What follows belongs to an exercise in optimizing a design on an open flow for small area, a short achievable clock period and few clock cycles per item; a production flow would make more cautious choices. In this exercise RTL edits were held to simulation tests only and were not proved equivalent to the original. Power is estimated from default activity; no workload was simulated.

<file path="flow/design.v">
`default_nettype none
package rv_pkg;
  localparam int XLEN = 32;
  typedef logic [XLEN-1:0] xlen_t;
endpackage
`default_nettype wire
`timescale 1ns/10ps
`default_nettype none
module pfx_add #(
  parameter int W = 32
) (
  input  wire logic [W-1:0] x,
  input  wire logic [W-1:0] y,
  input  wire logic         ci,
  output logic [W-1:0]      s
);
  logic [W-1:0] p0, g0, p, g;
  always_comb begin
    p0 = x ^ y;
    g0 = x & y;
    p  = p0;
    g  = g0;
    g[0] = g0[0] | (p0[0] & ci);
    for (int i = 0; (1 << i) < W; i++)
      for (int j = 0; j < W; j++)
        if (j[i]) begin
          g[j] = g[j] | (p[j] & g[((j >> i) << i) - 1]);
          p[j] = p[j] & p[((j >> i) << i) - 1];
        end
    s = p0 ^ {g[W-2:0], ci};
  end
endmodule
module lt_tree #(
  parameter int W = 32
) (
  input  wire logic [W-1:0] x,
  input  wire logic [W-1:0] y,
  output logic              lt
);
  logic [W-1:0] g, p;
  always_comb begin
    g = x & ~y;
    p = ~(x ^ y);
    for (int d = 1; d < W; d = d * 2)
      for (int j = W - 1; j >= 0; j--)
        if ((j % (2 * d)) == (2 * d - 1)) begin
          g[j] = g[j] | (p[j] & g[j - d]);
          p[j] = p[j] & p[j - d];
        end
    lt = ~(g[W-1] | p[W-1]);
  end
endmodule
`default_nettype wire
`timescale 1ns/10ps
`default_nettype none
module rv_exec_top (
  input  wire logic        clk,
  input  wire logic        rst_n,
  input  wire logic        in_valid,
  output logic             in_ready,
  input  wire logic [31:0] in_insn,
  input  wire logic [31:0] in_pc,
  input  wire logic [31:0] in_rs1_data,
  input  wire logic [31:0] in_rs2_data,
  output logic             out_valid,
  input  wire logic        out_ready,
  output logic [4:0]       out_rd,
  output logic             out_wb_en,
  output logic [31:0]      out_wdata,
  output logic             out_br_taken,
  output logic [31:0]      out_next_pc,
  output logic             out_illegal
);
  logic [31:0] insn, pc, a, b;
  assign insn = in_insn;
  assign pc   = in_pc;
  assign a    = in_rs1_data;
  assign b    = in_rs2_data;
  logic [2:0] f3;
  logic [6:0] f7;
  logic       f7_base, f7_alt;
  logic       is_op, is_opimm, is_lui, is_auipc, is_jal, is_jalr, is_br;
  assign f3      = insn[14:12];
  assign f7      = insn[31:25];
  assign f7_base = (f7 == 7'b0000000);
  assign f7_alt  = (f7 == 7'b0100000);
  assign is_op    = (insn[6:0] == 7'b0110011);
  assign is_opimm = (insn[6:0] == 7'b0010011);
  assign is_lui   = (insn[6:0] == 7'b0110111);
  assign is_auipc = (insn[6:0] == 7'b0010111);
  assign is_jal   = (insn[6:0] == 7'b1101111);
  assign is_jalr  = (insn[6:0] == 7'b1100111);
  assign is_br    = (insn[6:0] == 7'b1100011);
  logic illegal;
  always_comb begin
    illegal = 1'b1;
    if (is_op)
      illegal = !(f7_base || (f7_alt && (f3 == 3'b000 || f3 == 3'b101)));
    else if (is_opimm)
      illegal = (f3 == 3'b001) ? !f7_base :
                (f3 == 3'b101) ? !(f7_base || f7_alt) : 1'b0;
    else if (is_lui || is_auipc || is_jal)
      illegal = 1'b0;
    else if (is_jalr)
      illegal = (f3 != 3'b000);
    else if (is_br)
      illegal = (f3[2:1] == 2'b01);
  end
  logic writes;
  assign writes = is_op | is_opimm | is_lui | is_auipc | is_jal | is_jalr;
  logic [31:0] imm_i, imm_u, imm_b, imm_j;
  assign imm_i = {{20{insn[31]}}, insn[31:20]};
  assign imm_u = {insn[31:12], 12'b0};
  assign imm_b = {{20{insn[31]}}, insn[7], insn[30:25], insn[11:8], 1'b0};
  assign imm_j = {{12{insn[31]}}, insn[19:12], insn[20], insn[30:21], 1'b0};
  logic [31:0] op_b;
  logic [31:0] x_ab;
  logic        lt_u, lt_s, eq;
  assign op_b = insn[5] ? b : imm_i;
  assign x_ab = a ^ op_b;
  assign eq   = (x_ab == 32'd0);
  lt_tree #(.W(32)) u_lt (
    .x (a), .y (op_b), .lt (lt_u)
  );
  assign lt_s = (a[31] ^ op_b[31]) ? a[31] : lt_u;
  logic        use_a, use_pc;
  logic        op_reg, sub;
  logic [31:0] imm, x_in, y_in, sum;
  assign use_a  = (insn[4] & ~insn[2]) | (insn[2] & ~insn[3] & ~insn[4]);
  assign use_pc = ~use_a & ~(insn[5] & insn[4] & insn[2]);
  assign op_reg = insn[5] & insn[4] & ~insn[2];
  assign sub    = op_reg & insn[30];
  always_comb begin
    if (insn[2])
      imm = insn[4] ? imm_u : insn[3] ? imm_j : imm_i;
    else
      imm = insn[6] ? imm_b : imm_i;
  end
  assign x_in = ({32{use_a}} & a) | ({32{use_pc}} & pc);
  assign y_in = op_reg ? (b ^ {32{sub}}) : imm;
  pfx_add #(.W(32)) u_add (
    .x (x_in), .y (y_in), .ci (sub), .s (sum)
  );
  logic        sh_left;
  logic        sh_fill;
  logic [4:0]  shamt;
  logic [31:0] sh_in, sh_out;
  assign sh_left = ~f3[2];
  assign sh_fill = insn[30] & a[31] & f3[2];
  assign shamt   = op_b[4:0];
  always_comb begin
    for (int i = 0; i < 32; i++) sh_in[i] = sh_left ? a[31-i] : a[i];
  end
  assign sh_out = 32'($signed({sh_fill, sh_in}) >>> shamt);
  logic [31:0] pc_inc;
  logic        cond, taken, redirect;
  pfx_add #(.W(30)) u_inc (
    .x (pc[31:2]), .y (30'd0), .ci (1'b1), .s (pc_inc[31:2])
  );
  assign pc_inc[1:0] = pc[1:0];
  always_comb begin
    case (f3[2:1])
      2'b00:   cond = eq;
      2'b10:   cond = lt_s;
      default: cond = lt_u;
    endcase
  end
  assign taken    = is_br & ~illegal & (cond ^ f3[0]);
  assign redirect = taken | ((is_jal | is_jalr) & ~illegal);
  logic [31:0] wdata, next_pc;
  logic        alu_form;
  logic        sel_sum, sel_link, sel_sll, sel_sr, sel_log, sel_slt;
  logic [31:0] log_res, sh_rev;
  assign alu_form = insn[4] & ~insn[2];
  assign sel_sum  = (insn[4] & insn[2]) | (alu_form & (f3 == 3'b000));
  assign sel_link = insn[6] & insn[2];
  assign sel_sll  = alu_form & (f3 == 3'b001);
  assign sel_sr   = alu_form & (f3 == 3'b101);
  assign sel_log  = alu_form & f3[2] & (f3[1] | ~f3[0]);
  assign sel_slt  = alu_form & (f3[2:1] == 2'b01);
  assign log_res = (x_ab & {32{~(f3[1] & f3[0])}}) | (a & op_b & {32{f3[1]}});
  always_comb begin
    for (int i = 0; i < 32; i++) sh_rev[i] = sh_out[31-i];
  end
  assign wdata = ({32{sel_sum}}  & sum)
               | ({32{sel_link}} & pc_inc)
               | ({32{sel_sll}}  & sh_rev)
               | ({32{sel_sr}}   & sh_out)
               | ({32{sel_log}}  & log_res)
               | {31'd0, sel_slt & (f3[0] ? lt_u : lt_s)};
  assign next_pc = redirect ? {sum[31:1], sum[0] & ~(insn[2] & ~insn[3])} : pc_inc;
  assign in_ready = ~out_valid | out_ready;
  always_ff @(posedge clk or negedge rst_n) begin
    if (!rst_n) begin
      out_valid <= 1'b0;
    end else if (in_ready) begin
      out_valid <= in_valid;
    end
  end
  always_ff @(posedge clk) begin
    if (in_ready) begin
      out_rd       <= insn[11:7];
      out_wb_en    <= writes & ~illegal & (insn[11:7] != 5'd0);
      out_wdata    <= wdata;
      out_br_taken <= taken;
      out_next_pc  <= next_pc;
      out_illegal  <= illegal;
    end
  end
endmodule
`default_nettype wire
</file>
<file path="flow/flow/run.sh">
#!/bin/bash
set -euo pipefail
printf '%s\n' 'export BUFFER_PORTS_ARGS = -buffer_cell sky130_fd_sc_hd__buf_1' >> config.mk
bash standard.sh > standard.log 2>&1
</file>
<file path="flow/standard.sh">
#!/bin/bash
# synth_recipe.tcl (not shown) runs the flow's synth.tcl, then flattens the netlist and writes it again
# the make line also repeats each setting of config.mk as NAME=value (left out here)
make -C /OpenROAD-flow-scripts/flow DESIGN_CONFIG=/design/flow/config.mk WORK_HOME=/design/flow/orfs CLKGATE_MAP_FILE= SYNTH_SCRIPT=/design/flow/synth_recipe.tcl "${@:-finish}"
</file>
<file path="flow/config.mk">
export PLATFORM = sky130hd
export DESIGN_NAME = rv_exec_top
export DESIGN_NICKNAME = rv_exec_top
export VERILOG_FILES = /design/flow/design.v
export SDC_FILE = /design/flow/constraint.sdc
export NUM_CORES = 4
export LEC_CHECK = 0
export CAP_MARGIN = 20
export CORE_MARGIN = 2
export CORE_UTILIZATION = 50
export GPL_TIMING_DRIVEN = 0
export SETUP_SLACK_MARGIN = 0.3
export SLEW_MARGIN = 20
export BUFFER_PORTS_ARGS = -buffer_cell sky130_fd_sc_hd__buf_1
</file>
<file path="flow/constraint.sdc">
create_clock -name core_clock -period 5.0 [get_ports {clk}]
set_input_delay 1.0000 -clock core_clock [delete_from_list [all_inputs] [get_ports {clk}]]
set_output_delay 1.0000 -clock core_clock [all_outputs]
set_load 0.01 [all_outputs]
</file>
==> impl_metrics.yaml, run 1 <==
logic_synthesis:
  async_flop_share_pct: 1.37
  synthTopCellsByArea: "edfxtp_1 20%, ha_1 12%, mux2i_1 7.6%"
  ys_seq_elements: 73
  ys_seq_area_share_pct: 20.7
  yosys.cell_count.top_type: "nand2_1"
  yosys.area.top_type_share_pct: 20.5
  synth_warnings: 4
  ys_types: 70
  ys.flop_type: "edfxtp_1"
  avgSynthCellArea_sq_um: 8.31
  synth_area_sq_um: 10600
  synthCells: 1271
  synth_top_area_cell: "edfxtp_1"
  synthTopCellsByCount: "149 x nand2_1, 106 x nor2_1, 101 x a21oi_1"
  synth_edf_count: 72
  synth_fp_nets: 1507
worst_setup_path:
  crit_family: "compound AO/OA/AOI/OAI gates"
  crit_buf_inv: 7
  arrival_ns: 4.84
  cp_slowest_cell: "or4_4"
  start_kind: "input port"
  critPathKind: "in -> reg"
  cpPeakStageDelay_ns: 0.55
  worstPathRequired_ns: 5.11
  cp_max_fo: 8
  endpoint_kind: "flop"
  crit_path_cell_trace: "buf_6 > buf_12 > clkbuf_16 > buf_12 > clkbuf_16 > a21oi_4 > ha_4 > and2_4 > a221o_1 > a22o_1 > or4_4 > o41ai_4 > mux2i_2 > and2_4 > buf_8 > buf_6 > mux2_2"
  cp_num_cells: 17
  rr_worst_depth: 2
sta:
  hold_violations: 0
  tns_ns: 0
  holdWs_ns: 0.400
  clock.fmax_mhz: 211
  period_needed_ns: 4.74
  maxSlewHeadroom_pct: 29.7
  clock_skew_ns: 0.00573
  setup_violations: 0
  grt_setup_unrepaired: "true"
  slew_viol_final: 0
  period_share_pct: 94.8
  tightest_slew_ns: 1.05
pwr:
  p_leak_nw: 5.63
  peakVddDrop_v: 0.000155
  power_density_nw_per_um2: 245
cells_and_area:
  fillCellCount: 1939
  nNetsFinal: 1777
  drive_above_1_share_pct: 15.5
  antennaDiodeCount: 0
  syn_to_final_growth_pct: 24.8
  design_area_sq_um: 13200
placement:
  place_area_sq_um: 11800
  port_buffers: 202
  gp_congestion: 1.09
  dp_hpwl_um: 39400
floorplanning:
  die-area_sq_um: 22300
  core_sq_um: 20900
  ios: 206
  die_h_um: 149
  die_w_um: 149
  initial_core_util_pct: 50.6
  num_rows: 53
route:
  postRouteWirelength_um: 50000
  postRouteAntennaNets: 0
  vias: 12300
  drt_iter0_drc: 2003
  dr.pass1.iters: 8
  drc: 0
  wire_per_inst_um: 27.4
  via_per_inst: 6.76
global_routing:
  grt_pass1_vias: 10600
  grt_max_degree: 57
  grt_usage_pct: 43.1
  grt_pass1_wl_um: 69500
  grt-ovfl-total: 0
  antenna_found_initial: 1
clock_tree:
  ctsRootBufferMaster: "clkbuf_16"
  insertion_delay_ns: 0.35
  cts_tree: "yes"
  path_clk_slew_ns: 0.07
  cts_buffers: 9
  htreeDepth: 3
  clock_path_buffers: 2
  ctsHoldBuffers: 0
  clkSinkCount: 73
run:
  max_cap_viol_count: 0
hold_path:
  hp-class: "in -> async"
run_status:
  status: "complete, no violations"
cell type report:
type | instances | area [sq um] | area share [%]
plain buffers | 84 | 619 | 4.70
clock buffers | 9 | 225 | 1.71
clock inverters | 7 | 95.1 | 0.721
inverters | 53 | 199 | 1.51
multi-input cells | 1061 | 8250 | 62.6
flip-flops and latches | 73 | 2190 | 16.6
well taps | 275 | 344 | 2.61
repair buffers | 259 | 1260 | 9.59
cells by family after synthesis:
logic type | Yosys count | share of synthesized area (%)
AO/OA/AOI/OAI | 344 | 21.7
XOR/XNOR | 81 | 6.72
adder cells (fa/ha/maj) | 104 | 12.7
buffers and inverters | 137 | 5.20
flip-flops | 73 | 20.7
multiplexers | 122 | 15.4
AND/OR/NAND/NOR | 410 | 17.6
where the power goes:
| part | internal [mW] | leakage, nW | switching, mW |
|---|---|---|---|
| registers | 0.764 | 0.749 | 0.0181 |
| logic | 0.630 | 4.72 | 1.10 |
| clock network | 0.437 | 0.155 | 0.277 |
metrics by stage:
step	cells	setup slack [ns]	util, %	power (mW)
floorplan	1271	0.302	-	1.73
global placement	1748	-1.34	56.2	2.27
detailed placement	1749	-1.32	56.3	2.28
CTS	1807	0.289	61.7	3.10
global route	1821	0.272	63.1	3.33
finish	1821	0.262	63.1	3.23
per-layer routing:
metal | GRT usage [%] | part of all wire (%)
met2 | 60.2 | 39
met1 | 60.2 | 39
met4 | 20.9 | 6.1
met3 | 13.4 | 16
met5 | 0 | 0.034
placed cells by master (no fill, tap or decap), types with 7 or more instances in the layout:
cell / synthesis / routed
a21o_1: 18 / 17
a222oi_1: 7 / 7
mux4_2: 29 / 29
nor3_1: 17 / 16
o21bai_1: 7 / 7
and3_1: 16 / 15
o22ai_1: 33 / 33
and2_1: 16 / 14
mux2i_1: 80 / 73
buf_1: 11 / 201
nor2_1: 106 / 104
xnor2_1: 31 / 28
o211ai_1: 12 / 12
a221o_1: 13 / 13
buf_6: 2 / 14
a21oi_1: 101 / 89
xor2_1: 50 / 50
clkbuf_2: 0 / 12
a22oi_1: 7 / 7
a211o_1: 9 / 9
inv_1: 50 / 48
nand2_1: 149 / 147
ha_1: 98 / 93
nor2b_1: 12 / 10
o21ai_0: 56 / 52
mux2_4: 6 / 7
a21oi_2: 0 / 7
clkbuf_1: 59 / 31
a211oi_1: 9 / 7
buf_2: 10 / 10
buf_4: 2 / 54
o221ai_1: 20 / 20
nand4_1: 12 / 12
clkbuf_16: 0 / 11
edfxtp_1: 72 / 72
nand3_1: 53 / 53
path summary, 6_finish.rpt:
path                                        from                       end  slack, ns
setup / recovery                      in_insn[5]  out_next_pc[1]$_DFFE_PP_       0.26
hold / removal                             rst_n     out_valid$_DFFE_PN0P_       0.40
setup reg to reg           out_valid$_DFFE_PN0P_   out_wdata[11]$_DFFE_PP_       3.65
hold reg to reg            out_valid$_DFFE_PN0P_     out_valid$_DFFE_PN0P_       0.77
max in group asynchronous                  rst_n     out_valid$_DFFE_PN0P_       4.51
min in group core_clock    out_valid$_DFFE_PN0P_     out_valid$_DFFE_PN0P_       0.77
sequential cells by signal, indices dropped and copies added, names as in the netlist:
| register | count |
|---|---|
| out_next_pc | 32 |
| out_wdata | 32 |
| out_rd | 5 |
| out_br_taken | 1 |
| out_illegal | 1 |
| out_valid | 1 |
| out_wb_en | 1 |
timing repair:
item | CTS | global route
setup endpoints to repair | 57 | 50
buffers inserted | 41 | 14
cloned | 1 | 0
pin swaps | 23 | 25
gates resized for setup | 113 | 64
Testbench counts, summed over its fixed seeds: cycles 8,008, items 8,000.
==> inputs of run 2 (changes only) <==
==> flow/run.sh (new file) <==
#!/bin/bash
# synth_recipe.tcl (not shown) runs the flow's synth.tcl, then flattens the netlist and writes it again
# the make line also repeats each setting of config.mk as NAME=value (left out here)
make -C /OpenROAD-flow-scripts/flow DESIGN_CONFIG=/design/flow/config.mk WORK_HOME=/design/flow/orfs CLKGATE_MAP_FILE= SYNTH_SCRIPT=/design/flow/synth_recipe.tcl finish
--- a/flow/config.mk
+++ b/flow/config.mk
@@ -11,4 +11,3 @@
 export GPL_TIMING_DRIVEN = 0
 export SETUP_SLACK_MARGIN = 0.3
 export SLEW_MARGIN = 20
-export BUFFER_PORTS_ARGS = -buffer_cell sky130_fd_sc_hd__buf_1
removed: flow/flow/run.sh
removed: flow/standard.sh
==> impl_metrics.yaml, run 2 <==
sta:
  clock_skew_ns: 0.00693
  holdWs_ns: 0.770
  clock.fmax_mhz: 211
  grt_setup_unrepaired: "true"
  hold_violations: 0
  tightest_slew_ns: 1.03
  period_needed_ns: 4.75
  period_share_pct: 95.0
  slew_viol_final: 0
  setup_violations: 0
  tns_ns: 0
  maxSlewHeadroom_pct: 30.8
global_routing:
  grt-ovfl-total: 0
  grt_pass1_wl_um: 69700
  grt_max_degree: 58
  grt_usage_pct: 43.0
  antenna_found_initial: 0
  grt_pass1_vias: 11100
clock_tree:
  cts_tree: "yes"
  clkSinkCount: 73
  clock_path_buffers: 2
  path_clk_slew_ns: 0.07
  htreeDepth: 3
  ctsRootBufferMaster: "clkbuf_16"
  cts_buffers: 9
  insertion_delay_ns: 0.35
logic_synthesis:
  synth_top_area_cell: "edfxtp_1"
  ys_seq_elements: 73
  synthCells: 1271
  synthTopCellsByCount: "149 x nand2_1, 106 x nor2_1, 101 x a21oi_1"
  synth_warnings: 4
  synth_area_sq_um: 10600
  ys_types: 70
  async_flop_share_pct: 1.37
  yosys.cell_count.top_type: "nand2_1"
  synthTopCellsByArea: "edfxtp_1 20%, ha_1 12%, mux2i_1 7.6%"
  yosys.area.top_type_share_pct: 20.5
  ys_seq_area_share_pct: 20.7
  avgSynthCellArea_sq_um: 8.31
  synth_fp_nets: 1507
  ys.flop_type: "edfxtp_1"
  synth_edf_count: 72
cells_and_area:
  top_regs: "out_next_pc (32), out_wdata (32), out_rd (5)"
  syn_to_final_growth_pct: 35.8
  final_common_cell: "clkdlybuf4s50_1"
  antennaDiodeCount: 0
  fin_cells: 1814
  drive_above_1_share_pct: 14.7
  final_cell_mix: "191 x clkdlybuf4s50_1, 148 x nand2_1, 105 x nor2_1"
  nNetsFinal: 1770
worst_setup_path:
  arrival_ns: 4.86
  cp_max_fo: 10
  cpMostUsedCell: "buf_6"
  critPathKind: "in -> reg"
  endpoint_kind: "flop"
  worstPathRequired_ns: 5.11
  cp_slowest_cell: "clkdlybuf4s50_1"
  start_kind: "input port"
  cpPeakStageDelay_ns: 0.55
  crit_path_cell_trace: "clkdlybuf4s50_1 > mux2i_4 > clkbuf_4 > ha_1 > nor2_1 > a211oi_1 > a221oi_2 > a31oi_2 > o41ai_4 > mux2i_2 > and2_1 > buf_6 > buf_6 > mux2_2"
hold_path:
  hp-class: "reg -> reg"
run:
  max_cap_viol_count: 0
route:
  drc: 0
  via_per_inst: 6.73
  postRouteAntennaNets: 0
  wire_per_inst_um: 27.1
  postRouteWirelength_um: 49200
  drt_iter0_drc: 2085
  vias: 12200
  dr.pass1.iters: 9
floorplanning:
  die_w_um: 149
  ios: 206
  num_rows: 53
  initial_core_util_pct: 50.6
  core_sq_um: 20900
  die-area_sq_um: 22300
  die_h_um: 149
pwr:
  p_leak_nw: 6.14
  peakVddDrop_v: 0.000191
  power_density_nw_per_um2: 231
  p_total_mw: 3.32
run_status:
  status: "complete, no violations"
placement:
  dp_hpwl_um: 39000
  port_buffers: 202
  gp_congestion: 1.09
  dp_cells: 1749
-- run 2: cell types whose count changed in the layout (fill, tap and decap cells not counted), sizes merged --
cell,delta
dlygate4sd2,+2
buf,-208
clkdlybuf4s15,+1
clkbuf,+3
clkdlybuf4s50,+191
clkinv,-1
bufbuf,+1
clkinvlp,+2
dlymetal6s2s,+3
bufinv,-1
-- run 2: critical path: cells and delay by family --
| family | cells | cell delay [ns] |
|---|---|---|
| buf+inv | 4 | 1.11 |
| compound gates | 4 | 1.09 |
| mux | 3 | 1.04 |
| simple gates | 2 | 0.31 |
| fa+ha+maj | 1 | 0.30 |
-- run 2: through the flow --
step / utilization (%) / setup slack [ns] / cell area (sq um)
finish: 68.7 / 0.251 / 14300
global route: 68.7 / 0.247 / 14300
CTS: 67.6 / 0.301 / 14100
detailed placement: 62.4 / -1.58 / 13000
global placement: 62.2 / -1.60 / 13000
floorplan: - / 0.302 / 10600
-- run 2: cell type report --
| type | count | area [sq um] |
|---|---|---|
| flip-flops and latches | 73 | 2190 |
| multi-input cells | 1061 | 8200 |
| well taps | 275 | 344 |
| repair buffers | 252 | 2470 |
| fillers | 1785 | 6550 |
| plain buffers | 84 | 641 |
| clock buffers | 9 | 225 |
| clock inverters | 7 | 71.3 |
| inverters | 53 | 199 |
-- run 2: kinds of logic (layout without fill, tap and decap cells) --
family | Yosys count | in the layout | synth area share [%]
xor gates and xnor gates | 81 | 81 | 6.72
muxes | 122 | 122 | 15.4
buffers and inverters | 137 | 405 | 5.20
and+or+nand+nor | 410 | 410 | 17.6
AOI/OAI and AO/OA | 344 | 344 | 21.7
DFF | 73 | 73 | 20.7
adders and majority gates | 104 | 104 | 12.7
-- run 2: worst paths after layout --
path                                  startpoint                  endpoint  slack, ns  depth (start not counted)
setup / recovery                     in_insn[23]  out_next_pc[1]$_DFFE_PP_       0.25                         14
hold / removal             out_valid$_DFFE_PN0P_     out_valid$_DFFE_PN0P_       0.77                          2
setup reg to reg           out_valid$_DFFE_PN0P_   out_wdata[17]$_DFFE_PP_       3.67                          2
hold reg to reg            out_valid$_DFFE_PN0P_     out_valid$_DFFE_PN0P_       0.77                          2
max in group asynchronous                  rst_n     out_valid$_DFFE_PN0P_       4.12                          1
min in group asynchronous                  rst_n     out_valid$_DFFE_PN0P_       0.78                          1
-- run 2: layer usage --
layer | wire length, um | vias to the layer above | track usage [%]
met2 | 19400 | 1140 | 61.1
met1 | 18500 | 5581 | 59.3
met5 | 0 | - | 0
met3 | 7860 | 231 | 13.1
met4 | 3370 | 0 | 20.9
li1 | - | 5264 | -
-- run 2: timing repair --
action                     4_1_cts  5_1_grt
resized for setup              131       66
buffers inserted                35       12
setup endpoints to repair       61       52
pin swaps                       25       22
gates cloned                     2        0
hold buffers                     0        0
-- run 2: power breakdown --
| group | internal [mW] | switching (mW) | total (mW) |
|---|---|---|---|
| Clock | 0.385 | 0.276 | 0.661 |
| Combinational | 0.779 | 1.10 | 1.88 |
| Sequential | 0.764 | 0.0180 | 0.782 |
==> inputs of run 3 (changes only) <==
--- a/flow/design.v
+++ b/flow/design.v
@@ -182,13 +182,18 @@
   always_comb begin
     for (int i = 0; i < 32; i++) sh_rev[i] = sh_out[31-i];
   end
-  assign wdata = ({32{sel_sum}}  & sum)
-               | ({32{sel_link}} & pc_inc)
-               | ({32{sel_sll}}  & sh_rev)
-               | ({32{sel_sr}}   & sh_out)
-               | ({32{sel_log}}  & log_res)
-               | {31'd0, sel_slt & (f3[0] ? lt_u : lt_s)};
-  assign next_pc = redirect ? {sum[31:1], sum[0] & ~(insn[2] & ~insn[3])} : pc_inc;
+  logic hold;
+  assign hold  = ~in_ready;
+  assign wdata = ({32{sel_sum  & in_ready}} & sum)
+               | ({32{sel_link & in_ready}} & pc_inc)
+               | ({32{sel_sll  & in_ready}} & sh_rev)
+               | ({32{sel_sr   & in_ready}} & sh_out)
+               | ({32{sel_log  & in_ready}} & log_res)
+               | {31'd0, sel_slt & in_ready & (f3[0] ? lt_u : lt_s)}
+               | ({32{hold}} & out_wdata);
+  assign next_pc = ({32{redirect & in_ready}} & {sum[31:1], sum[0] & ~(insn[2] & ~insn[3])})
+                 | ({32{~redirect & in_ready}} & pc_inc)
+                 | ({32{hold}} & out_next_pc);
   assign in_ready = ~out_valid | out_ready;
   always_ff @(posedge clk or negedge rst_n) begin
     if (!rst_n) begin
@@ -198,12 +203,14 @@
     end
   end
   always_ff @(posedge clk) begin
+    out_wdata   <= wdata;
+    out_next_pc <= next_pc;
+  end
+  always_ff @(posedge clk) begin
     if (in_ready) begin
       out_rd       <= insn[11:7];
       out_wb_en    <= writes & ~illegal & (insn[11:7] != 5'd0);
-      out_wdata    <= wdata;
       out_br_taken <= taken;
-      out_next_pc  <= next_pc;
       out_illegal  <= illegal;
     end
   end
==> flow/flow/run.sh (new file) <==
#!/bin/bash
set -euo pipefail
printf '%s\n' 'export BUFFER_PORTS_ARGS = -buffer_cell sky130_fd_sc_hd__buf_1' >> config.mk
bash standard.sh > standard.log 2>&1
==> flow/standard.sh (new file) <==
#!/bin/bash
# synth_recipe.tcl (not shown) runs the flow's synth.tcl, then flattens the netlist and writes it again
# the make line also repeats each setting of config.mk as NAME=value (left out here)
make -C /OpenROAD-flow-scripts/flow DESIGN_CONFIG=/design/flow/config.mk WORK_HOME=/design/flow/orfs CLKGATE_MAP_FILE= SYNTH_SCRIPT=/design/flow/synth_recipe.tcl "${@:-finish}"
--- a/flow/config.mk
+++ b/flow/config.mk
@@ -11,3 +11,4 @@
 export GPL_TIMING_DRIVEN = 0
 export SETUP_SLACK_MARGIN = 0.3
 export SLEW_MARGIN = 20
+export BUFFER_PORTS_ARGS = -buffer_cell sky130_fd_sc_hd__buf_1
removed: flow/run.sh
==> impl_metrics.yaml, run 3 <==
global_routing:
  grt_max_degree: 19
  grt_pass1_wl_um: 75600
  grt_pass1_vias: 11800
  grt-ovfl-total: 0
  antenna_found_initial: 3
  grt_usage_pct: 47.2
cells_and_area:
  top_regs: "out_next_pc (32), out_wdata (32), out_rd (5)"
  multiInputGateArea_sq_um: 8440
  syn_to_final_growth_pct: 18.7
  fin_cells: 1874
  nNetsFinal: 1834
  drive_above_1_share_pct: 10.5
  final_cell_mix: "205 x buf_1, 187 x nand2_1, 111 x a21oi_1"
  fillCellCount: 1997
  final_common_cell: "buf_1"
  seq_area_sq_um: 1550
  design_area_sq_um: 12300
logic_synthesis:
  synth_edf_count: 8
  synth_fp_nets: 1610
  synthTopCellsByCount: "188 x nand2_1, 124 x a21oi_1, 105 x nor2_1"
  ys_types: 74
  ys_seq_area_share_pct: 15.0
  synth_warnings: 4
  synth_top_area_cell: "dfxtp_1"
  async_flop_share_pct: 1.37
  yosys.area.top_type_share_pct: 12.4
  synth_area_sq_um: 10300
  synthCells: 1374
  ys_seq_elements: 73
  synthTopCellsByArea: "dfxtp_1 12%, ha_1 12%, mux2i_1 8.0%"
  ys.flop_type: "dfxtp_1"
  yosys.cell_count.top_type: "nand2_1"
  avgSynthCellArea_sq_um: 7.51
worst_setup_path:
  reg2reg_slack_ns: 1.86
  cpPeakStageDelay_ns: 0.48
  worstPathRequired_ns: 5.27
  cp_slowest_cell: "or4_1"
  crit_path_cell_trace: "buf_2 > nor2_4 > a21oi_2 > clkbuf_4 > clkbuf_1 > nand3_1 > nand2_1 > ha_1 > a21oi_1 > o21ai_1 > a221oi_1 > or2_2 > a41oi_2 > o2bb2ai_1 > or4_1 > and4_1 > o2111ai_1"
  crit_buf_inv: 3
  r2r-start: "out_valid$_DFFE_PN0P_"
  crit_family: "compound AO/OA/AOI/OAI gates"
  arrival_ns: 4.95
  critPathKind: "in -> reg"
  cp_max_fo: 10
  endpoint_kind: "flop"
  start_kind: "input port"
  crit_path_start: "in_insn[3]"
clock_tree:
  cts_tree: "yes"
  insertion_delay_ns: 0.36
  path_clk_slew_ns: 0.07
  clkSinkCount: 73
  htreeDepth: 3
  clock_path_buffers: 2
  cts_buffers: 9
  ctsRootBufferMaster: "clkbuf_16"
floorplanning:
  die_w_um: 148
  initial_core_util_pct: 51.0
  die-area_sq_um: 21800
  die_h_um: 148
  core_sq_um: 20200
  ios: 206
  num_rows: 52
sta:
  maxSlewHeadroom_pct: 22.9
  period_needed_ns: 4.67
  slew_viol_final: 0
  clock_skew_ns: 0.00749
  holdWs_ns: 0.398
  hold_violations: 0
  clock.fmax_mhz: 214
  grt_setup_unrepaired: "true"
  period_share_pct: 93.4
  tightest_slew_ns: 1.15
  setup_violations: 0
run:
  max_cap_viol_count: 0
pwr:
  p_total_mw: 3.23
  p_leak_nw: 5.04
  peakVddDrop_v: 0.000149
  power_density_nw_per_um2: 264
hold_path:
  hp-class: "in -> async"
route:
  drc: 0
  via_per_inst: 6.81
  dr.pass1.iters: 12
  drt_iter0_drc: 1708
  vias: 12800
  postRouteWirelength_um: 53000
  wire_per_inst_um: 28.3
  postRouteAntennaNets: 0
placement:
  place_area_sq_um: 11500
  gp_congestion: 1.14
  dp_hpwl_um: 43200
  dp_cells: 1847
  port_buffers: 203
run_status:
  status: "complete, no violations"
-- run 3: cell count changes in the layout (fill, tap and decap cells not counted), sizes merged, moves of 23 or more --
| cell | previous run | this run |
|---|---|---|
| nand2 | 149 | 188 |
| dfxtp | 0 | 64 |
| o21ai | 58 | 99 |
| clkdlybuf4s50 | 191 | 0 |
| a21oi | 101 | 124 |
| buf | 82 | 237 |
| edfxtp | 72 | 8 |
-- run 3: layout make-up --
type / count / share of cell area [%]
multi-input combinational: 1152 / 68.9
clock inverter: 6 / 0.592
tap: 270 / 2.76
inverter: 55 / 1.71
timing repair buffer: 213 / 6.94
sequential: 73 / 12.6
buffer: 94 / 4.40
antenna: 1 / 0.0204
clock buffer: 10 / 2.04
-- run 3: report_power, final --
part / internal (mW) / switching, mW
logic: 0.584 / 1.18
registers: 0.683 / 0.0661
clock network: 0.424 / 0.299
total: 1.69 / 1.54
-- run 3: path summary, 6_finish.rpt --
kind | end | cells after the start
setup / recovery | out_wdata[31]$_DFF_P_ | 17
hold / removal | out_valid$_DFFE_PN0P_ | 1
setup reg to reg | out_wdata[10]$_DFF_P_ | 9
hold reg to reg | out_next_pc[22]$_DFF_P_ | 2
max in group asynchronous | out_valid$_DFFE_PN0P_ | 1
min in group core_clock | out_next_pc[22]$_DFF_P_ | 2
-- run 3: stage by stage --
stage	util, %	TNS (ns)	setup WS (ns)
after global placement	56.7	-18.37	-0.722
after global routing	60.5	0	0.270
after CTS	59.3	0	0.302
after floorplan	-	0	0.307
final	60.6	0	0.329
after detailed placement	56.7	-19.81	-0.714
-- run 3: logic make-up (layout without fill, tap and decap cells) --
| kind of cell | after synthesis | in the layout | share of synthesized area (%) |
|---|---|---|---|
| buffers and inverters | 149 | 378 | 5.86 |
| multiplexers | 119 | 119 | 14.7 |
| adder cells (fa/ha/maj) | 104 | 104 | 13.0 |
| other | 0 | 1 | 0 |
| AND/OR/NAND/NOR | 444 | 444 | 19.3 |
| XOR/XNOR | 80 | 80 | 6.79 |
| AO/OA/AOI/OAI | 405 | 405 | 25.3 |
| flip-flops | 73 | 73 | 15.0 |
-- run 3: repair_timing --
item,4_1_cts,5_1_grt
setup endpoints to repair,49,40
buffers inserted,6,4
pin swaps,5,9
gates resized for setup,50,71
hold buffers,0,0
-- run 3: routing by layer --
layer | global-route usage, % | up-vias | share of wire (%)
met5 | 0 | - | 0
met4 | 30.6 | 0 | 8.6
met3 | 16.6 | 296 | 15
met2 | 69.6 | 1028 | 41
met1 | 58.4 | 5898 | 36
li1 | - | 5535 | -
-- run 3: worst reg2reg max path: stages (launching register included) --
cell      delay, ns
dfrtp_1        0.37
nor2b_1        0.22
inv_2          0.18
nand2_1        0.14
nor3b_1        0.90
nand2_1        0.49
nor2_1         0.32
o21ai_0        0.18
o211ai_1       0.13
a211o_1        0.14
Testbench counts of run 3, summed over its fixed seeds: cycles 8,008, items 8,000.
==> inputs of run 4 (changes only) <==
--- a/flow/design.v
+++ b/flow/design.v
@@ -35,7 +35,8 @@
 ) (
   input  wire logic [W-1:0] x,
   input  wire logic [W-1:0] y,
-  output logic              lt
+  output logic              lt,
+  output logic              eq
 );
   logic [W-1:0] g, p;
   always_comb begin
@@ -48,6 +49,7 @@
           p[j] = p[j] & p[j - d];
         end
     lt = ~(g[W-1] | p[W-1]);
+    eq = p[W-1];
   end
 endmodule
 `default_nettype wire
@@ -118,9 +120,8 @@
   logic        lt_u, lt_s, eq;
   assign op_b = insn[5] ? b : imm_i;
   assign x_ab = a ^ op_b;
-  assign eq   = (x_ab == 32'd0);
   lt_tree #(.W(32)) u_lt (
-    .x (a), .y (op_b), .lt (lt_u)
+    .x (a), .y (op_b), .lt (lt_u), .eq (eq)
   );
   assign lt_s = (a[31] ^ op_b[31]) ? a[31] : lt_u;
   logic        use_a, use_pc;
--- a/flow/config.mk
+++ b/flow/config.mk
@@ -8,6 +8,7 @@
 export CAP_MARGIN = 20
 export CORE_MARGIN = 2
 export CORE_UTILIZATION = 50
+export CTS_BUF_LIST = sky130_fd_sc_hd__clkbuf_8
 export GPL_TIMING_DRIVEN = 0
 export SETUP_SLACK_MARGIN = 0.3
 export SLEW_MARGIN = 20
==> impl_metrics.yaml, run 4 <==
worst_setup_path:
  worstReg2RegEnd: "out_wdata[10]$_DFF_P_"
  rr_worst_depth: 9
  worstPathRequired_ns: 5.28
  r2r-start: "out_valid$_DFFE_PN0P_"
  cp_max_fo: 10
  arrival_ns: 4.93
  start_kind: "input port"
  crit_path_start: "in_insn[4]"
  endpoint_kind: "flop"
  reg2reg_slack_ns: 1.88
  critPathKind: "in -> reg"
logic_synthesis:
  ys.flop_type: "dfxtp_1"
  synth_fp_nets: 1610
  yosys.area.top_type_share_pct: 12.4
  yosys.cell_count.top_type: "nand2_1"
  ys_types: 74
  synth_warnings: 4
  synth_edf_count: 8
  synthTopCellsByCount: "188 x nand2_1, 124 x a21oi_1, 105 x nor2_1"
  synthTopCellsByArea: "dfxtp_1 12%, ha_1 12%, mux2i_1 8.0%"
  synth_area_sq_um: 10300
  synth_top_area_cell: "dfxtp_1"
  ys_seq_elements: 73
  avgSynthCellArea_sq_um: 7.51
  async_flop_share_pct: 1.37
  synthCells: 1374
  ys_seq_area_share_pct: 15.0
cells_and_area:
  final_common_cell: "buf_1"
  top_regs: "out_next_pc (32), out_wdata (32), out_rd (5)"
  drive_above_1_share_pct: 9.80
  finalCoreUtilization_pct: 59.7
  nNetsFinal: 1833
  syn_to_final_growth_pct: 17.1
  final_cell_mix: "205 x buf_1, 187 x nand2_1, 111 x a21oi_1"
sta:
  clock_skew_ns: 0.0109
  clock.fmax_mhz: 215
  setup_violations: 0
  period_needed_ns: 4.66
  tns_ns: 0
  holdWs_ns: 0.378
  grt_setup_unrepaired: "true"
  period_share_pct: 93.1
  slew_viol_final: 0
  worst_slack_ns: 0.343
  hold_violations: 0
  maxSlewHeadroom_pct: 25.0
  tightest_slew_ns: 1.11
pwr:
  p_seq_share_pct: 24.5
  switching_share_pct: 49.3
  peakVddDrop_v: 0.000156
  intPower_mw: 1.55
  clkPwrFrac_pct: 18.4
  power_density_nw_per_um2: 253
  p_switching_mw: 1.51
  p_leak_nw: 4.97
  comb_power_share_pct: 57.1
route:
  wire_per_inst_um: 28.1
  vias: 12900
  postRouteWirelength_um: 52800
  dr.pass1.iters: 6
  via_per_inst: 6.85
  drt_iter0_drc: 1831
  drc: 0
  postRouteAntennaNets: 0
global_routing:
  antenna_found_initial: 4
  grt-ovfl-total: 0
  grt_pass1_vias: 11800
  grt_max_degree: 19
  grt_pass1_wl_um: 75600
  grt_usage_pct: 47.1
clock_tree:
  clkSinkCount: 73
  insertion_delay_ns: 0.36
  ctsHoldBuffers: 0
  path_clk_slew_ns: 0.09
  cts_tree: "yes"
  cts_buffers: 9
  clock_path_buffers: 2
  htreeDepth: 3
  ctsRootBufferMaster: "clkbuf_8"
run_status:
  status: "complete, no violations"
placement:
  gp_congestion: 1.14
  dp_hpwl_um: 43200
  dp_slack_ns: -0.714
  port_buffers: 203
hold_path:
  hp-class: "in -> async"
floorplanning:
  die_h_um: 148
  num_rows: 52
  die_w_um: 148
  ios: 206
  die-area_sq_um: 21800
  core_sq_um: 20200
  initial_core_util_pct: 51.0
run:
  max_cap_viol_count: 0
## run 4: how the worst max path moves through the flow
stage	to	depth (start not counted)
after floorplan	out_wdata[16]$_DFF_P_	18
after global placement	out_wdata[16]$_DFF_P_	17
after detailed placement	out_wdata[9]$_DFF_P_	19
after CTS	out_wdata[16]$_DFF_P_	18
after global routing	out_wdata[16]$_DFF_P_	18
final	out_wdata[31]$_DFF_P_	16
## run 4: cells by family (layout without fill, tap and decap cells)
group / count (synthesis) / count (layout) / share of synthesized area, %
multiplexers: 119 / 119 / 14.7
other: 0 / 4 / 0
flip-flops: 73 / 73 / 15.0
AND/OR/NAND/NOR: 444 / 444 / 19.3
AO/OA/AOI/OAI: 405 / 405 / 25.3
buffers and inverters: 149 / 377 / 5.86
XOR/XNOR: 80 / 80 / 6.79
adder cells (fa/ha/maj): 104 / 104 / 13.0
## run 4: repair_timing
action	CTS	global route
gates resized for setup	43	62
setup endpoints to repair	47	42
pin swaps	5	11
hold endpoints to repair	0	0
buffers inserted	6	3
## run 4: routing by layer
metal | GRT usage [%] | part of all wire (%) | vias up
met5 | 0 | 0 | -
met4 | 30.3 | 8.6 | 0
met3 | 15.4 | 14 | 286
met2 | 69.4 | 41 | 1087
met1 | 59.0 | 37 | 5943
li1 | - | - | 5536
## run 4: cell type report
cell class,count,area (sq um)
flip-flops and latches,73,1550
multi-input cells,1152,8390
repair buffers,212,843
clock inverters,7,103
plain buffers,94,526
well taps,270,338
diodes,4,10.0
fillers,2013,8150
inverters,55,209
clock buffers,9,124
## run 4: power by group through the flow
stage	sequential, mW	combinational [mW]	clock [mW]
3_3_place_gp	0.757	1.58	0
3_5_place_dp	0.757	1.59	0
5_1_grt	0.753	1.81	0.588
4_1_cts	0.743	1.62	0.554
2_1_floorplan	0.779	0.914	0
6_report	0.748	1.75	0.561
## run 4: critical path, stage by stage
cell and delay (ns):
buf_6 0.12, clkbuf_2 0.24, and2_1 0.18, clkbuf_2 0.27, a21oi_1 0.10, o2bb2ai_1 0.34
ha_1 0.33, a21oi_1 0.17, nor3b_2 0.31, a21oi_4 0.12, o211ai_1 0.23, a41oi_1 0.29
o2bb2ai_1 0.29, or4_1 0.48, and4_1 0.24, o2111ai_1 0.20
## run 4: stage by stage
stage | std cells | area, sq um | power (mW)
2_1_floorplan | 1374 | 10400 | 1.69
3_3_place_gp | 1847 | 11500 | 2.33
3_5_place_dp | 1847 | 11500 | 2.35
4_1_cts | 1869 | 11900 | 2.92
5_1_grt | 1872 | 12100 | 3.15
6_report | 1876 | 12100 | 3.05
Testbench counts of run 4, summed over its fixed seeds: cycles 8,008, items 8,000.
==> inputs of run 5 (changes only) <==
--- a/flow/config.mk
+++ b/flow/config.mk
@@ -7,7 +7,7 @@
 export LEC_CHECK = 0
 export CAP_MARGIN = 20
 export CORE_MARGIN = 2
-export CORE_UTILIZATION = 50
+export CORE_UTILIZATION = 60
 export CTS_BUF_LIST = sky130_fd_sc_hd__clkbuf_8
 export GPL_TIMING_DRIVEN = 0
 export SETUP_SLACK_MARGIN = 0.3
==> impl_metrics.yaml, run 5 <==
route:
  via_per_inst: 7.34
  wire_per_inst_um: 28.5
  dr.pass1.iters: 12
  postRouteWirelength_um: 52100
  drt_iter0_drc: 2636
  drc: 0
  vias: 13400
  postRouteAntennaNets: 0
logic_synthesis:
  synthTopCellsByArea: "dfxtp_1 12%, ha_1 12%, mux2i_1 8.0%"
  synthTopCellsByCount: "188 x nand2_1, 124 x a21oi_1, 105 x nor2_1"
  yosys.cell_count.top_type: "nand2_1"
  async_flop_share_pct: 1.37
  synthCells: 1374
  synth_warnings: 4
  ys_seq_elements: 73
  synth_top_area_cell: "dfxtp_1"
  synth_area_sq_um: 10300
  synth_fp_nets: 1610
  ys_seq_area_share_pct: 15.0
  ys.flop_type: "dfxtp_1"
  yosys.area.top_type_share_pct: 12.4
  ys_types: 74
  synth_edf_count: 8
  avgSynthCellArea_sq_um: 7.51
cells_and_area:
  syn_to_final_growth_pct: 15.8
  final_cell_mix: "205 x buf_1, 187 x nand2_1, 116 x a21oi_1"
  nNetsFinal: 1833
  drive_above_1_share_pct: 9.80
  fin_cells: 1826
  design_area_sq_um: 11900
  top_regs: "out_next_pc (32), out_wdata (32), out_rd (5)"
  fillCellCount: 1435
  final_common_cell: "buf_1"
placement:
  dp_hpwl_um: 41200
  port_buffers: 203
  place_area_sq_um: 11400
  dp_cells: 1797
  gp_congestion: 1.15
floorplanning:
  die-area_sq_um: 18300
  initial_core_util_pct: 61.8
  die_w_um: 135
  num_rows: 47
  ios: 206
  core_sq_um: 16700
  die_h_um: 135
sta:
  slew_viol_final: 0
  grt_setup_unrepaired: "true"
  period_needed_ns: 4.81
  hold_violations: 0
  setup_violations: 0
  period_share_pct: 96.1
  tightest_slew_ns: 1.16
  maxSlewHeadroom_pct: 21.6
  clock_skew_ns: 0.00859
  tns_ns: 0
  clock.fmax_mhz: 208
clock_tree:
  cts_tree: "yes"
  clock_path_buffers: 2
  ctsRootBufferMaster: "clkbuf_8"
  htreeDepth: 3
  path_clk_slew_ns: 0.09
  cts_buffers: 9
  clkSinkCount: 73
  insertion_delay_ns: 0.37
worst_setup_path:
  crit_family: "compound AO/OA/AOI/OAI gates"
  cp_slowest_cell: "mux2i_2"
  worstPathRequired_ns: 5.23
  start_kind: "input port"
  cpPeakStageDelay_ns: 0.70
  crit_path_cell_trace: "buf_6 > mux2i_2 > clkbuf_1 > ha_1 > a21o_1 > o21ai_0 > o211ai_1 > a311oi_2 > xnor2_2 > o21ai_4 > buf_4 > mux2i_1 > o21ai_1"
  critPathKind: "in -> reg"
  endpoint_kind: "flop"
  arrival_ns: 5.04
  crit_buf_inv: 3
  cp_max_fo: 10
pwr:
  peakVddDrop_v: 0.000182
  power_density_nw_per_um2: 247
  p_leak_nw: 4.93
run_status:
  status: "complete, no violations"
global_routing:
  grt_pass1_vias: 12200
  grt_pass1_wl_um: 74600
  grt_usage_pct: 55.5
  grt_max_degree: 19
  grt-ovfl-total: 0
  antenna_found_initial: 2
hold_path:
  hp-class: "in -> async"
run:
  max_cap_viol_count: 0
-- run 5: layout make-up --
type	count	area, sq um	share of cell area, %
multi-input combinational	1152	8370	70.1
sequential	73	1550	12.9
timing repair buffer	212	837	7.01
buffer	94	510	4.27
tap	220	275	2.30
inverter	55	209	1.75
clock buffer	9	124	1.04
clock inverter	7	61.3	0.513
antenna	4	10.0	0.0838
-- run 5: report_power, final --
group          internal, mW  switching, mW
clock                 0.190          0.275
combinational         0.576           1.16
sequential            0.682         0.0653
total                  1.45           1.50
-- run 5: cells by family (layout without fill, tap and decap cells) --
logic type	count (synthesis)	count (layout)	synth area share [%]
compound gates	405	405	25.3
xor+xnor	80	80	6.79
fa+ha+maj	104	104	13.0
buf+inv	149	377	5.86
flops	73	73	15.0
mux	119	119	14.7
other cells	0	4	0
simple gates	444	444	19.3
-- run 5: per-layer routing --
layer | GRT usage (%) | share of wire (%)
met1 | 66.7 | 33
met2 | 80.0 | 39
met3 | 21.6 | 17
met4 | 40.3 | 11
met5 | 4.17 | 0.19
-- run 5: path summary, 6_finish.rpt --
| check | startpoint | endpoint | slack, ns | depth (start not counted) |
|---|---|---|---|---|
| min in group core_clock | out_next_pc[8]$_DFF_P_ | out_next_pc[8]$_DFF_P_ | 0.45 | 2 |
| max in group asynchronous | rst_n | out_valid$_DFFE_PN0P_ | 4.50 | 1 |
| setup / recovery | in_insn[5] | out_next_pc[17]$_DFF_P_ | 0.19 | 13 |
| hold reg to reg | out_next_pc[8]$_DFF_P_ | out_next_pc[8]$_DFF_P_ | 0.45 | 2 |
| hold / removal | rst_n | out_valid$_DFFE_PN0P_ | 0.39 | 1 |
| setup reg to reg | out_valid$_DFFE_PN0P_ | out_wdata[12]$_DFF_P_ | 1.70 | 9 |
-- run 5: repair_timing --
action | in CTS | in global routing
cloned | 0 | 0
hold buffers | 0 | 0
resized for setup | 32 | 67
pin swaps | 3 | 10
buffers inserted | 5 | 4
endpoints found under the hold margin | 0 | 0
setup endpoints to repair | 43 | 45
-- run 5: metrics by stage --
stage,hold WS (ns),setup WS (ns),total power [mW],utilization [%]
floorplan,0.473,0.307,1.69,-
global placement,0.438,-0.679,2.28,68.3
detailed placement,0.440,-0.621,2.31,68.3
CTS,0.390,0.253,2.77,70.2
global route,0.386,0.229,3.02,71.5
finish,0.390,0.194,2.95,71.5
==> inputs of run 6 (changes only) <==
--- a/flow/design.v
+++ b/flow/design.v
@@ -168,10 +168,9 @@
   end
   assign taken    = is_br & ~illegal & (cond ^ f3[0]);
   assign redirect = taken | ((is_jal | is_jalr) & ~illegal);
-  logic [31:0] wdata, next_pc;
   logic        alu_form;
   logic        sel_sum, sel_link, sel_sll, sel_sr, sel_log, sel_slt;
-  logic [31:0] log_res, sh_rev;
+  logic [31:0] log_res, sh_rev, rest;
   assign alu_form = insn[4] & ~insn[2];
   assign sel_sum  = (insn[4] & insn[2]) | (alu_form & (f3 == 3'b000));
   assign sel_link = insn[6] & insn[2];
@@ -183,18 +182,17 @@
   always_comb begin
     for (int i = 0; i < 32; i++) sh_rev[i] = sh_out[31-i];
   end
-  logic hold;
-  assign hold  = ~in_ready;
-  assign wdata = ({32{sel_sum  & in_ready}} & sum)
-               | ({32{sel_link & in_ready}} & pc_inc)
-               | ({32{sel_sll  & in_ready}} & sh_rev)
-               | ({32{sel_sr   & in_ready}} & sh_out)
-               | ({32{sel_log  & in_ready}} & log_res)
-               | {31'd0, sel_slt & in_ready & (f3[0] ? lt_u : lt_s)}
-               | ({32{hold}} & out_wdata);
-  assign next_pc = ({32{redirect & in_ready}} & {sum[31:1], sum[0] & ~(insn[2] & ~insn[3])})
-                 | ({32{~redirect & in_ready}} & pc_inc)
-                 | ({32{hold}} & out_next_pc);
+  logic        hold;
+  logic [31:0] rest_q;
+  assign hold = ~in_ready;
+  assign rest = ({32{sel_link & in_ready}} & pc_inc)
+              | ({32{sel_sll  & in_ready}} & sh_rev)
+              | ({32{sel_sr   & in_ready}} & sh_out)
+              | ({32{sel_log  & in_ready}} & log_res)
+              | {31'd0, sel_slt & in_ready & (f3[0] ? lt_u : lt_s)}
+              | ({32{hold}} & rest_q);
+  logic [31:0] sum_q, seq_q;
+  logic        wsum_q, redirect_q;
   assign in_ready = ~out_valid | out_ready;
   always_ff @(posedge clk or negedge rst_n) begin
     if (!rst_n) begin
@@ -204,8 +202,7 @@
     end
   end
   always_ff @(posedge clk) begin
-    out_wdata   <= wdata;
-    out_next_pc <= next_pc;
+    rest_q <= rest;
   end
   always_ff @(posedge clk) begin
     if (in_ready) begin
@@ -213,7 +210,13 @@
       out_wb_en    <= writes & ~illegal & (insn[11:7] != 5'd0);
       out_br_taken <= taken;
       out_illegal  <= illegal;
+      sum_q        <= {sum[31:1], sum[0] & ~(insn[2] & ~insn[3] & ~insn[4])};
+      seq_q        <= pc_inc;
+      wsum_q       <= sel_sum;
+      redirect_q   <= redirect;
     end
   end
+  assign out_wdata   = wsum_q ? sum_q : rest_q;
+  assign out_next_pc = redirect_q ? sum_q : seq_q;
 endmodule
 `default_nettype wire
--- a/flow/config.mk
+++ b/flow/config.mk
@@ -7,9 +7,8 @@
 export LEC_CHECK = 0
 export CAP_MARGIN = 20
 export CORE_MARGIN = 2
-export CORE_UTILIZATION = 60
-export CTS_BUF_LIST = sky130_fd_sc_hd__clkbuf_8
+export CORE_UTILIZATION = 50
 export GPL_TIMING_DRIVEN = 0
-export SETUP_SLACK_MARGIN = 0.3
+export SETUP_SLACK_MARGIN = 0.7
 export SLEW_MARGIN = 20
 export BUFFER_PORTS_ARGS = -buffer_cell sky130_fd_sc_hd__buf_1
==> impl_metrics.yaml, run 6 <==
logic_synthesis:
  async_flop_share_pct: 0.935
  synthTopCellsByArea: "edfxtp_1 19%, ha_1 11%, mux2_2 6.7%"
  yosys.area.top_type_share_pct: 19.3
  synth_edf_count: 74
  ys.flop_type: "edfxtp_1"
  synthCells: 1261
  synth_top_area_cell: "edfxtp_1"
  ys_types: 73
  synth_area_sq_um: 11500
  ys_seq_elements: 107
  avgSynthCellArea_sq_um: 9.12
  yosys.cell_count.top_type: "nand2_1"
  synth_warnings: 4
  ys_seq_area_share_pct: 25.1
  synth_fp_nets: 1497
  synthTopCellsByCount: "102 x nand2_1, 98 x ha_1, 80 x nor2_1"
cells_and_area:
  final_common_cell: "buf_1"
  finalCoreUtilization_pct: 59.1
  nNetsFinal: 1722
  top_regs: "rest_q (32), seq_q (32), sum_q (32)"
  antennaDiodeCount: 0
  final_cell_mix: "207 x buf_1, 101 x nand2_1, 98 x ha_1"
  drive_above_1_share_pct: 14.0
  syn_to_final_growth_pct: 16.4
pwr:
  power_density_nw_per_um2: 278
  peakVddDrop_v: 0.000208
  p_leak_nw: 5.40
clock_tree:
  insertion_delay_ns: 0.37
  cts_buffers: 9
  ctsRootBufferMaster: "clkbuf_16"
  cts_tree: "yes"
  clkSinkCount: 107
  htreeDepth: 3
  path_clk_slew_ns: 0.08
  clock_path_buffers: 2
sta:
  maxSlewHeadroom_pct: 31.9
  clock.fmax_mhz: 231
  setup_violations: 0
  period_share_pct: 86.6
  period_needed_ns: 4.33
  grt_setup_unrepaired: "true"
  holdWs_ns: 0.373
  tightest_slew_ns: 0.993
  hold_violations: 0
  clock_skew_ns: 0.00570
  slew_viol_final: 0
floorplanning:
  die_h_um: 156
  ios: 206
  die-area_sq_um: 24200
  die_w_um: 156
  core_sq_um: 22600
  initial_core_util_pct: 50.8
  num_rows: 55
global_routing:
  antenna_found_initial: 0
  grt_usage_pct: 42.9
  grt_max_degree: 43
  grt-busiest-layer: "met2"
  grt-ovfl-total: 0
  use_met3_pct: 11.6
  grt.met2_usage_pct: 63.8
  global_route.usage.met1_pct: 54.9
  grt_pass1_wl_um: 75100
  grt_pass1_vias: 11500
worst_setup_path:
  arrival_ns: 4.44
  worstPathRequired_ns: 5.11
  endpoint_kind: "flop"
  rr_worst_depth: 9
  start_kind: "input port"
  cp_max_fo: 10
  critPathKind: "in -> reg"
route:
  dr.pass1.iters: 6
  drc: 0
  postRouteAntennaNets: 0
  drt_iter0_drc: 1809
  postRouteWirelength_um: 52900
  wire_per_inst_um: 29.8
  via_per_inst: 6.92
  vias: 12300
hold_path:
  hp-class: "in -> async"
placement:
  port_buffers: 201
  dp_hpwl_um: 41700
  gp_congestion: 1.04
run_status:
  status: "complete, no violations"
run:
  max_cap_viol_count: 0
-- run 6: logic make-up after synthesis --
kind of cell	after synthesis	share of synthesized area [%]
simple gates	288	11.6
flops	107	25.1
xor+xnor	81	6.17
buf+inv	154	5.39
fa+ha+maj	104	11.7
mux	152	17.3
compound gates	375	22.6
-- run 6: where the power goes --
group	switching (mW)	total [mW]	leakage, nW	internal [mW]
clock	0.384	0.840	0.153	0.456
sequential	0.0737	1.19	1.02	1.12
combinational	1.06	1.69	4.23	0.628
-- run 6: per-stage QoR --
step                      TNS, ns  cells  total power [mW]  worst slack, ns  instance area, sq um
after floorplan                 0   1261              2.16            0.731                 11500
after detailed placement    -8.88   1748              2.75           -0.674                 12700
after CTS                       0   1771              3.61            0.673                 13200
after global routing            0   1776              3.83            0.614                 13400
final                           0   1776              3.72            0.672                 13400
after global placement     -11.10   1747              2.74           -0.599                 12600
-- run 6: path summary, 6_finish.rpt --
check                                       from  slack, ns                    end
max reg2reg                out_valid$_DFFE_PN0N_       1.47      rest_q[9]$_DFF_P_
min in group core_clock       rest_q[12]$_DFF_P_       0.53     rest_q[12]$_DFF_P_
min                                        rst_n       0.37  out_valid$_DFFE_PN0N_
min reg2reg                   rest_q[12]$_DFF_P_       0.53     rest_q[12]$_DFF_P_
max                                   in_insn[2]       0.67    sum_q[31]$_DFFE_PN_
max in group asynchronous                  rst_n       4.53  out_valid$_DFFE_PN0N_
-- run 6: worst max-delay path, cell delays in order --
cell and delay (ns):
clkbuf_4 0.17, nor2b_4 0.22, nand2b_4 0.10, nand2_4 0.11, clkbuf_1 0.64, a22o_1 0.30
ha_1 0.28, a211oi_4 0.25, o211ai_1 0.12, buf_4 0.17, a31oi_4 0.15, buf_12 0.15
a211oi_4 0.07, or3_4 0.41, a31oi_4 0.19, xnor2_1 0.09
-- run 6: area by class of cell --
type,count,area (sq um)
Buffer,87,453
Inverter,67,258
Clock buffer,12,246
Clock inverter,4,76.3
Fill cell,1991,9260
Tap cell,285,357
Timing Repair Buffer,214,883
Multi-Input combinational cell,1000,8220
Sequential cell,107,2890
-- run 6: layer usage --
metal  wire length, um  vias to the layer above
met2             22200                     1059
met1             19000                     5729
met3              7330                      252
li1                  -                     5253
met4              4310                        0
met5                 0                        -
-- run 6: timing repair --
action                                 in CTS  in global routing
endpoints found under the hold margin       0                  0
gates resized for setup                    46                 48
hold buffers                                0                  0
setup endpoints to repair                  25                 21
buffers inserted                            7                  5
pin swaps                                   5                 11
Testbench counts of run 6, summed over its fixed seeds: cycles 8,008, items 8,000.
==> inputs of run 7 (changes only) <==
--- a/flow/config.mk
+++ b/flow/config.mk
@@ -9,6 +9,6 @@
 export CORE_MARGIN = 2
 export CORE_UTILIZATION = 50
 export GPL_TIMING_DRIVEN = 0
-export SETUP_SLACK_MARGIN = 0.7
+export SETUP_SLACK_MARGIN = 1.0
 export SLEW_MARGIN = 20
 export BUFFER_PORTS_ARGS = -buffer_cell sky130_fd_sc_hd__buf_1
==> impl_metrics.yaml, run 7 <==
run_status:
  status: "complete, no violations"
sta:
  setup_violations: 0
  period_share_pct: 80.3
  slew_viol_final: 0
  holdWs_ns: 0.385
  maxSlewHeadroom_pct: 37.6
  tightest_slew_ns: 0.936
  clock_skew_ns: 0.0144
  tns_ns: 0
  clock.fmax_mhz: 249
  worst_slack_ns: 0.987
  period_needed_ns: 4.01
  grt_setup_unrepaired: "true"
  hold_violations: 0
cells_and_area:
  fin_cells: 1804
  drive_above_1_share_pct: 18.4
  final_common_cell: "buf_1"
  syn_to_final_growth_pct: 20.4
  top_regs: "rest_q (32), seq_q (32), sum_q (32)"
  finalCoreUtilization_pct: 61.1
  design_area_sq_um: 13800
  antennaDiodeCount: 0
  fillCellCount: 2026
  final_cell_mix: "204 x buf_1, 101 x nand2_1, 95 x ha_1"
  nNetsFinal: 1750
route:
  drt_iter0_drc: 1772
  dr.pass1.iters: 7
  vias: 12400
  drc: 0
  wire_per_inst_um: 29.5
  postRouteAntennaNets: 0
  postRouteWirelength_um: 53200
  via_per_inst: 6.87
pwr:
  p_total_mw: 3.73
  peakVddDrop_v: 0.000162
  p_leak_nw: 5.63
  power_density_nw_per_um2: 269
floorplanning:
  die_h_um: 156
  num_rows: 55
  initial_core_util_pct: 50.8
  die_w_um: 156
  core_sq_um: 22600
  ios: 206
  die-area_sq_um: 24200
placement:
  dp_slack_ns: -0.468
  gp_congestion: 1.02
  place_area_sq_um: 12700
  port_buffers: 201
  dp_hpwl_um: 41500
  dp_cells: 1748
logic_synthesis:
  ys_types: 73
  avgSynthCellArea_sq_um: 9.12
  async_flop_share_pct: 0.935
  yosys.area.top_type_share_pct: 19.3
  ys.flop_type: "edfxtp_1"
  yosys.cell_count.top_type: "nand2_1"
  synth_fp_nets: 1497
  ys_seq_elements: 107
  synth_area_sq_um: 11500
  synthTopCellsByCount: "102 x nand2_1, 98 x ha_1, 80 x nor2_1"
  ys_seq_area_share_pct: 25.1
  synthCells: 1261
  synth_top_area_cell: "edfxtp_1"
  synth_edf_count: 74
  synth_warnings: 4
  synthTopCellsByArea: "edfxtp_1 19%, ha_1 11%, mux2_2 6.7%"
worst_setup_path:
  cp_max_fo: 10
  crit_buf_inv: 3
  worstPathRequired_ns: 5.12
  cpPeakStageDelay_ns: 0.42
  worstReg2RegEnd: "rest_q[9]$_DFF_P_"
  rr_worst_depth: 9
  endpoint_kind: "flop"
  reg2reg_slack_ns: 1.48
  critPathKind: "in -> reg"
  start_kind: "input port"
  arrival_ns: 4.14
  cp_slowest_cell: "mux2i_4"
  crit_path_cell_trace: "buf_1 > mux2i_4 > clkbuf_2 > buf_2 > ha_1 > and4_1 > a221oi_4 > o32ai_1 > o32ai_2 > xnor2_1 > o22ai_1"
  r2r-start: "out_valid$_DFFE_PN0N_"
  crit_family: "compound AO/OA/AOI/OAI gates"
clock_tree:
  cts_buffers: 9
  ctsRootBufferMaster: "clkbuf_16"
  insertion_delay_ns: 0.38
  cts_tree: "yes"
  ctsHoldBuffers: 0
  clkSinkCount: 107
  htreeDepth: 3
  path_clk_slew_ns: 0.09
  clock_path_buffers: 2
global_routing:
  antenna_found_initial: 0
  grt-ovfl-total: 0
  grt_pass1_wl_um: 74700
  grt_max_degree: 41
  grt_pass1_vias: 11600
  grt_usage_pct: 42.6
run:
  max_cap_viol_count: 0
hold_path:
  hp-class: "in -> async"
==> run 7: cell count changes in the layout (fill, tap and decap cells not counted), sizes merged, moves of 2 or more <==
cell    previous run  this run
bufinv             2         0
buf              239       277
clkbuf            74        62
inv               65        68
==> run 7: worst max path at each step <==
| stage | startpoint | cells after the start | slack, ns | end |
|---|---|---|---|---|
| finish | in_insn[24] | 11 | 0.99 | redirect_q$_DFFE_PN_ |
| CTS | in_insn[3] | 14 | 1.00 | sum_q[31]$_DFFE_PN_ |
| detailed placement | in_insn[2] | 14 | -0.47 | sum_q[23]$_DFFE_PN_ |
| global route | in_insn[6] | 18 | 0.90 | sum_q[23]$_DFFE_PN_ |
| floorplan | in_insn[14] | 14 | 0.98 | sum_q[31]$_DFFE_PN_ |
| global placement | out_ready | 9 | -0.44 | rest_q[9]$_DFF_P_ |
==> run 7: cell families after synthesis <==
logic type                 Yosys count  share of synthesized area (%)
xor gates and xnor gates            81                           6.17
DFF                                107                           25.1
AOI/OAI and AO/OA                  375                           22.6
buffers and inverters              154                           5.39
muxes                              152                           17.3
adders and majority gates          104                           11.7
and+or+nand+nor                    288                           11.6
==> run 7: report_power, final <==
part	leakage, nW	switching [mW]	internal (mW)
clock network	0.142	0.398	0.376
logic	4.46	1.08	0.686
registers	1.02	0.0695	1.12
==> run 7: repair_timing <==
item	CTS	global route
setup endpoints to repair	26	21
gates cloned	1	0
pin swaps	16	18
gates resized for setup	94	62
setup buffers	21	18
==> run 7: per-layer routing <==
metal / wire [um] / part of all wire, % / vias to the layer above / track usage, %
met4: 4280 / 8.0 / 0 / 27.4
met2: 22200 / 42 / 1006 / 62.9
met5: 0 / 0 / - / 0
met1: 19900 / 37 / 5833 / 55.1
li1: - / - / 5309 / -
met3: 6800 / 13 / 241 / 11.3
==> run 7: final cells by class <==
class	instances	area (sq um)	area share (%)
flip-flops and latches	107	2890	20.9
well taps	285	357	2.58
clock buffers	11	254	1.83
inverters	67	254	1.83
repair buffers	242	1140	8.25
multi-input cells	1000	8390	60.6
clock inverters	5	42.5	0.307
plain buffers	87	519	3.75

## static timing again, ports no longer ideal
In the flow no input, the clock included, has a driving cell. The finished layouts below were timed again as built, in two steps. Step 1 sets driving cells, clkbuf_16 on the clock port and buf_2 on the other inputs (assumed; they add their load-dependent delay and slew). Step 2 times the ports against the registers' clock, not the clock port: input delays grow and output delays shrink by t, the midpoint of the rising clock arrivals with the driver on. a / b / c = ideal / step 1 / step 2; a / b = the first two.
run	t, ns	setup slack, ns	hold WS [ns]
run 1	0.397	0.262 / 0.278 / -0.119	0.400 / 0.380 / 0.766
run 2	0.401	0.251 / 0.256 / -0.145	0.770 / 0.757 / 0.770
run 3	0.394	0.329 / 0.343 / -0.051	0.398 / 0.378 / 0.446
run 4	0.393	0.343 / 0.329 / -0.064	0.378 / 0.366 / 0.450
run 5	0.397	0.194 / 0.195 / -0.202	0.390 / 0.376 / 0.449
run 6	0.421	0.672 / 0.693 / 0.272	0.373 / 0.346 / 0.529
run 7	0.420	0.987 / 0.952 / 0.532	0.385 / 0.363 / 0.561
Met with ideal ports but missed after step 2: setup timing in 5 of these runs. For run 7, which loses most, drivers alone change the setup slack by -0.035 ns; drivers and shift together by -0.455 ns.
